This is an optimization exercise on Yosys and OpenROAD, whose aim is small area, a short achievable clock period and few clock cycles per item, not a production implementation.
RTL that was checked went through simulation tests only; none was proved equivalent to the original.

==> module bfly_fin, before the edit <==
module bfly_fin (
  input  logic [13:0] sa,
  input  logic [12:0] sb,
  output logic [11:0] ra,
  output logic [11:0] rb
);
  logic signed [13:0] ssa;
  logic signed [12:0] ssb;
  assign ssa = sa;
  assign ssb = sb;
  always_comb begin
    if (ssa < 0)                   ra = 12'(ssa + 14'sd3329);
    else if (ssa < 14'sd3329)      ra = 12'(ssa);
    else if (ssa < 14'sd6658)      ra = 12'(ssa - 14'sd3329);
    else                           ra = 12'(ssa - 14'sd6658);
  end
  always_comb begin
    if (ssb < -13'sd3329)          rb = 12'(ssb + 13'sd3329 + 13'sd3329);
    else if (ssb < 0)              rb = 12'(ssb + 13'sd3329);
    else if (ssb < 13'sd3329)      rb = 12'(ssb);
    else                           rb = 12'(ssb - 13'sd3329);
  end
endmodule
export LEC_CHECK = 0
export CAP_MARGIN = 20
export CORE_MARGIN = 2
export CORE_UTILIZATION = 40
export SLEW_MARGIN = 20
create_clock -name core_clock -period 14.0 [get_ports {clk}]
standard.sh (not shown) runs the stock make flow with config.mk's settings and CLKGATE_MAP_FILE= SYNTH_SCRIPT=/design/flow/synth_recipe.tcl, a recipe that flattens the netlist after the stock synthesis.
==> flow/flow/run.sh <==
#!/bin/bash
# Standard layout, with the port buffers made from buf_2 cells instead of
# the flow's default choice (a slow delay buffer), and timing repair aiming
# for a 6.3 ns critical path (setup margin 7.7 ns against the 14 ns clock).
bash standard.sh "BUFFER_PORTS_ARGS=-buffer_cell sky130_fd_sc_hd__buf_2" SETUP_SLACK_MARGIN=7.7 finish > standard.log 2>&1
The starting point finished with timing, DRC and antenna clean.
Testbench counts at the start, summed over its fixed seeds: cycles 16,024, items 16,000.
Next try:
--- a/flow/design.v
+++ b/flow/design.v
@@ -6,20 +6,21 @@
 );
   logic signed [13:0] ssa;
   logic signed [12:0] ssb;
+  logic [11:0] ka, kb;
   assign ssa = sa;
   assign ssb = sb;
   always_comb begin
-    if (ssa < 0)                   ra = 12'(ssa + 14'sd3329);
-    else if (ssa < 14'sd3329)      ra = 12'(ssa);
-    else if (ssa < 14'sd6658)      ra = 12'(ssa - 14'sd3329);
-    else                           ra = 12'(ssa - 14'sd6658);
-  end
-  always_comb begin
-    if (ssb < -13'sd3329)          rb = 12'(ssb + 13'sd3329 + 13'sd3329);
-    else if (ssb < 0)              rb = 12'(ssb + 13'sd3329);
-    else if (ssb < 13'sd3329)      rb = 12'(ssb);
-    else                           rb = 12'(ssb - 13'sd3329);
+    if (ssa < 0)                   ka = 12'd3329;
+    else if (ssa < 14'sd3329)      ka = 12'd0;
+    else if (ssa < 14'sd6658)      ka = 12'(-3329);
+    else                           ka = 12'(-6658);
+    if (ssb < -13'sd3329)          kb = 12'(6658);
+    else if (ssb < 0)              kb = 12'd3329;
+    else if (ssb < 13'sd3329)      kb = 12'd0;
+    else                           kb = 12'(-3329);
   end
+  assign ra = sa[11:0] + ka;
+  assign rb = sb[11:0] + kb;
 endmodule
 module bfly_pre (
   input  logic        mode,
- final area barely changes
- setup slack is worse by 0.44 ns
- fmax went down by 6.6%
- routed wire length went down by 3.3%
- final cell count went down by 0.93%
Only the layout flow was run in the second run of this note; the RTL was not checked for function there.

========
before:
ntt_butterfly, a different RTL version from the one above (not shown whole).
Size in the first run: about 1,400 cells after synthesis, about 84 I/O pins, ~15,000 um^2 of cells after synthesis.
// ntt_butterfly
module ntt_butterfly (
  input  logic        clk,
  input  logic        rst,
  input  logic        in_valid,
  output logic        in_ready,
  input  logic        in_mode,
  input  logic [11:0] in_a,
  input  logic [11:0] in_b,
  input  logic [11:0] in_zeta,
  input  logic [7:0]  in_idx,
  output logic        out_valid,
  input  logic        out_ready,
  output logic [11:0] out_a,
  output logic [11:0] out_b,
  output logic [7:0]  out_idx,
  output logic        busy
);
  logic        en;
  logic        v1, v2, v3;
  logic        v3_n;    
  logic [12:0] mx;
  logic        m1, m2;
  logic [11:0] a1, z1;
  logic [12:0] mx1, xa, xa2;
  logic [7:0]  idx1, idx2, idx3;
  logic [24:0] p, p2;
  logic [13:0] sa, sa3;
  logic [12:0] sb, sb3;
  assign en       = !v3 || out_ready;
  assign in_ready = (v3_n || out_ready) && !rst;
  always_ff @(posedge clk) begin
    if (rst) begin
      v1   <= 1'b0;
      v2   <= 1'b0;
      v3   <= 1'b0;
      v3_n <= 1'b1;
    end else if (en) begin
      v1   <= in_valid;
      v2   <= v1;
      v3   <= v2;
      v3_n <= !v2;
    end
  end
  bfly_pre u_pre (.mode(in_mode), .a(in_a), .b(in_b), .mx(mx));
  bfly_reg #(.W(1 + 12 + 13 + 12 + 8)) u_r1 (
    .clk(clk), .en(en), .d({in_mode, in_a, mx, in_zeta, in_idx}),
    .q({m1, a1, mx1, z1, idx1}));
  bfly_mul u_mul (.mode(m1), .a(a1), .mx(mx1), .zeta(z1), .p(p), .xa(xa));
  bfly_reg #(.W(1 + 13 + 25 + 8)) u_r2 (
    .clk(clk), .en(en), .d({m1, xa, p, idx1}), .q({m2, xa2, p2, idx2}));
  bfly_red u_red (.mode(m2), .xa(xa2), .p(p2), .sa(sa), .sb(sb));
  bfly_reg #(.W(14 + 13 + 8)) u_r3 (
    .clk(clk), .en(en), .d({sa, sb, idx2}), .q({sa3, sb3, idx3}));
  bfly_fin u_fin (.sa(sa3), .sb(sb3), .ra(out_a), .rb(out_b));
  assign out_idx   = idx3;
  assign out_valid = v3;
  assign busy      = v1 || v2 || v3;
endmodule
==> module bfly_fin, before the edit <==
module bfly_fin (
  input  logic [13:0] sa,
  input  logic [12:0] sb,
  output logic [11:0] ra,
  output logic [11:0] rb
);
  logic        a_neg, a_ge1, a_ge2, b_neg, b_ltm, b_ge1;
  logic [11:0] a_m1, a_m2, a_p1;
  logic [11:0] b_p2, b_p1, b_m1;
  assign a_neg = sa[13];
  assign a_ge1 = !sa[13] && (sa[12:0] >= 13'd3329);
  assign a_ge2 = !sa[13] && (sa[12:0] >= 13'd6658);
  assign b_neg = sb[12];
  assign b_ltm = sb[12] && (sb[11:0] < 12'd767);      
  assign b_ge1 = !sb[12] && (sb[11:0] >= 12'd3329);
  assign a_p1 = (sa[3:0] == 4'hf) ? 12'hd00 : {8'hcf, sa[3:0] + 4'd1};
  assign a_m1 = sa[11:0] - 12'd3329;
  assign a_m2 = {3'b0, sa[8:0] - 9'd2};
  assign b_p2 = 12'ha02 + {2'b0, sb[9:0]};
  assign b_p1 = sb[11:0] + 12'd3329;
  assign b_m1 = {8'b0, sb[3:0] - 4'd1};
  always_comb begin
    if (a_neg)      ra = a_p1;
    else if (a_ge2) ra = a_m2;
    else if (a_ge1) ra = a_m1;
    else            ra = sa[11:0];
    if (b_ltm)      rb = b_p2;
    else if (b_neg) rb = b_p1;
    else if (b_ge1) rb = b_m1;
    else            rb = sb[11:0];
  end
endmodule
export LEC_CHECK = 0
export CAP_MARGIN = 20
export CORE_MARGIN = 2
export CORE_UTILIZATION = 40
export SLEW_MARGIN = 20
create_clock -name core_clock -period 14.0 [get_ports {clk}]
==> flow/flow/run.sh <==
#!/bin/bash
# Standard layout with three changes to how it is made:
#  - port buffers are buf_2 cells instead of the flow's default choice (a
#    slow delay buffer);
#  - timing repair aims for a 6.1 ns critical path (setup margin 7.9 ns
#    against the 14 ns clock);
#  - after the standard synthesis, invopt.py flips the polarity of full-adder
#    cells (a full adder is self-dual) to drop the inverters Yosys leaves
#    between them; the netlist keeps the same function, registers and ports.
set -euo pipefail
ARGS=("BUFFER_PORTS_ARGS=-buffer_cell sky130_fd_sc_hd__buf_2" SETUP_SLACK_MARGIN=7.9)
R=$PWD/orfs/results/$FLOW_PLATFORM/ntt_butterfly/base
bash standard.sh "${ARGS[@]}" synth > synth.log 2>&1
cp $R/1_2_yosys.v 1_2_yosys_standard.v
python3 flow/invopt.py 1_2_yosys_standard.v $R/1_2_yosys.v > invopt.log 2>&1
rm -f $R/1_synth.odb $R/1_synth.sdc
bash standard.sh "${ARGS[@]}" finish > standard.log 2>&1
Other scripts of this flow, unchanged in this note and not shown: flow/flow/invopt.py
Testbench counts of before, summed over its fixed seeds: cycles 16,024, items 16,000.
The inputs of after differ from those of before as listed below.
--- a/flow/design.v
+++ b/flow/design.v
@@ -3,32 +3,23 @@
   input  logic [12:0] sb,
   output logic [11:0] ra,
   output logic [11:0] rb
 );
-  logic        a_neg, a_ge1, a_ge2, b_neg, b_ltm, b_ge1;
-  logic [11:0] a_m1, a_m2, a_p1;
-  logic [11:0] b_p2, b_p1, b_m1;
-  assign a_neg = sa[13];
-  assign a_ge1 = !sa[13] && (sa[12:0] >= 13'd3329);
-  assign a_ge2 = !sa[13] && (sa[12:0] >= 13'd6658);
-  assign b_neg = sb[12];
-  assign b_ltm = sb[12] && (sb[11:0] < 12'd767);      
-  assign b_ge1 = !sb[12] && (sb[11:0] >= 12'd3329);
-  assign a_p1 = (sa[3:0] == 4'hf) ? 12'hd00 : {8'hcf, sa[3:0] + 4'd1};
-  assign a_m1 = sa[11:0] - 12'd3329;
-  assign a_m2 = {3'b0, sa[8:0] - 9'd2};
-  assign b_p2 = 12'ha02 + {2'b0, sb[9:0]};
-  assign b_p1 = sb[11:0] + 12'd3329;
-  assign b_m1 = {8'b0, sb[3:0] - 4'd1};
+  logic signed [13:0] ssa;
+  logic signed [12:0] ssb;
+  assign ssa = sa;
+  assign ssb = sb;
   always_comb begin
-    if (a_neg)      ra = a_p1;
-    else if (a_ge2) ra = a_m2;
-    else if (a_ge1) ra = a_m1;
-    else            ra = sa[11:0];
-    if (b_ltm)      rb = b_p2;
-    else if (b_neg) rb = b_p1;
-    else if (b_ge1) rb = b_m1;
-    else            rb = sb[11:0];
+    if (ssa < 0)                   ra = 12'(ssa + 14'sd3329);
+    else if (ssa < 14'sd3329)      ra = 12'(ssa);
+    else if (ssa < 14'sd6658)      ra = 12'(ssa - 14'sd3329);
+    else                           ra = 12'(ssa - 14'sd6658);
+  end
+  always_comb begin
+    if (ssb < -13'sd3329)          rb = 12'(ssb + 13'sd3329 + 13'sd3329);
+    else if (ssb < 0)              rb = 12'(ssb + 13'sd3329);
+    else if (ssb < 13'sd3329)      rb = 12'(ssb);
+    else                           rb = 12'(ssb - 13'sd3329);
   end
 endmodule
 module bfly_pre (
   input  logic        mode,
- For the post-layout minimum cycle time, after came in 7.2 ps higher than before did.
- Going from before to after, met1 layer usage reported by global route now larger; post-route clock period utilization comparable; instance count on the critical path has increased; largest net degree at the start of global routing rose 10%; final design utilization climbed 0.34 points.
- Pre-CTS setup slack: after < before
- Going from before to after, the via count of the first global-routing pass was found to have gone down by 117.
- Compared with before, in after critical-path maximum fanout rose by 1; post-layout instance count excluding filler cells essentially unchanged.
- Setup slack delta for after relative to before: 7.2 ps lower
Function not checked in after: the RTL went through the layout flow alone.

[separate check: timing with driven ports]
The results above use ideal ports. As a check the final layouts listed here were re-extracted and re-timed, cells and wires unchanged. Step 1 (the two cells are an assumption about what drives the block):
set clk [get_ports {clk}]
set_driving_cell -lib_cell sky130_fd_sc_hd__clkbuf_16 $clk
set_driving_cell -lib_cell sky130_fd_sc_hd__buf_2 [delete_from_list [all_inputs] $clk]
Step 2 also shifts input and output timing later by t, the mid clock arrival at the registers, as if the neighbouring blocks saw the same clock. a / b / c = ideal / step 1 / step 2; a / b = the first two.
| run | t, ns | slack for setup (ns) | worst hold slack (ns) |
|---|---|---|---|
| the first run of note 1 | 0.488 | 7.821 / 7.802 / 7.802 | 0.420 / 0.420 / 0.420 |
| the second run of note 1 | 0.484 | 7.384 / 7.332 / 7.806 | 0.418 / 0.418 / 0.418 |
| before | 0.487 | 8.044 / 8.025 / 8.025 | 0.425 / 0.425 / 0.425 |
| after | 0.479 | 8.037 / 8.037 / 8.037 | 0.420 / 0.420 / 0.420 |
After both steps setup and hold are still met in every run listed.
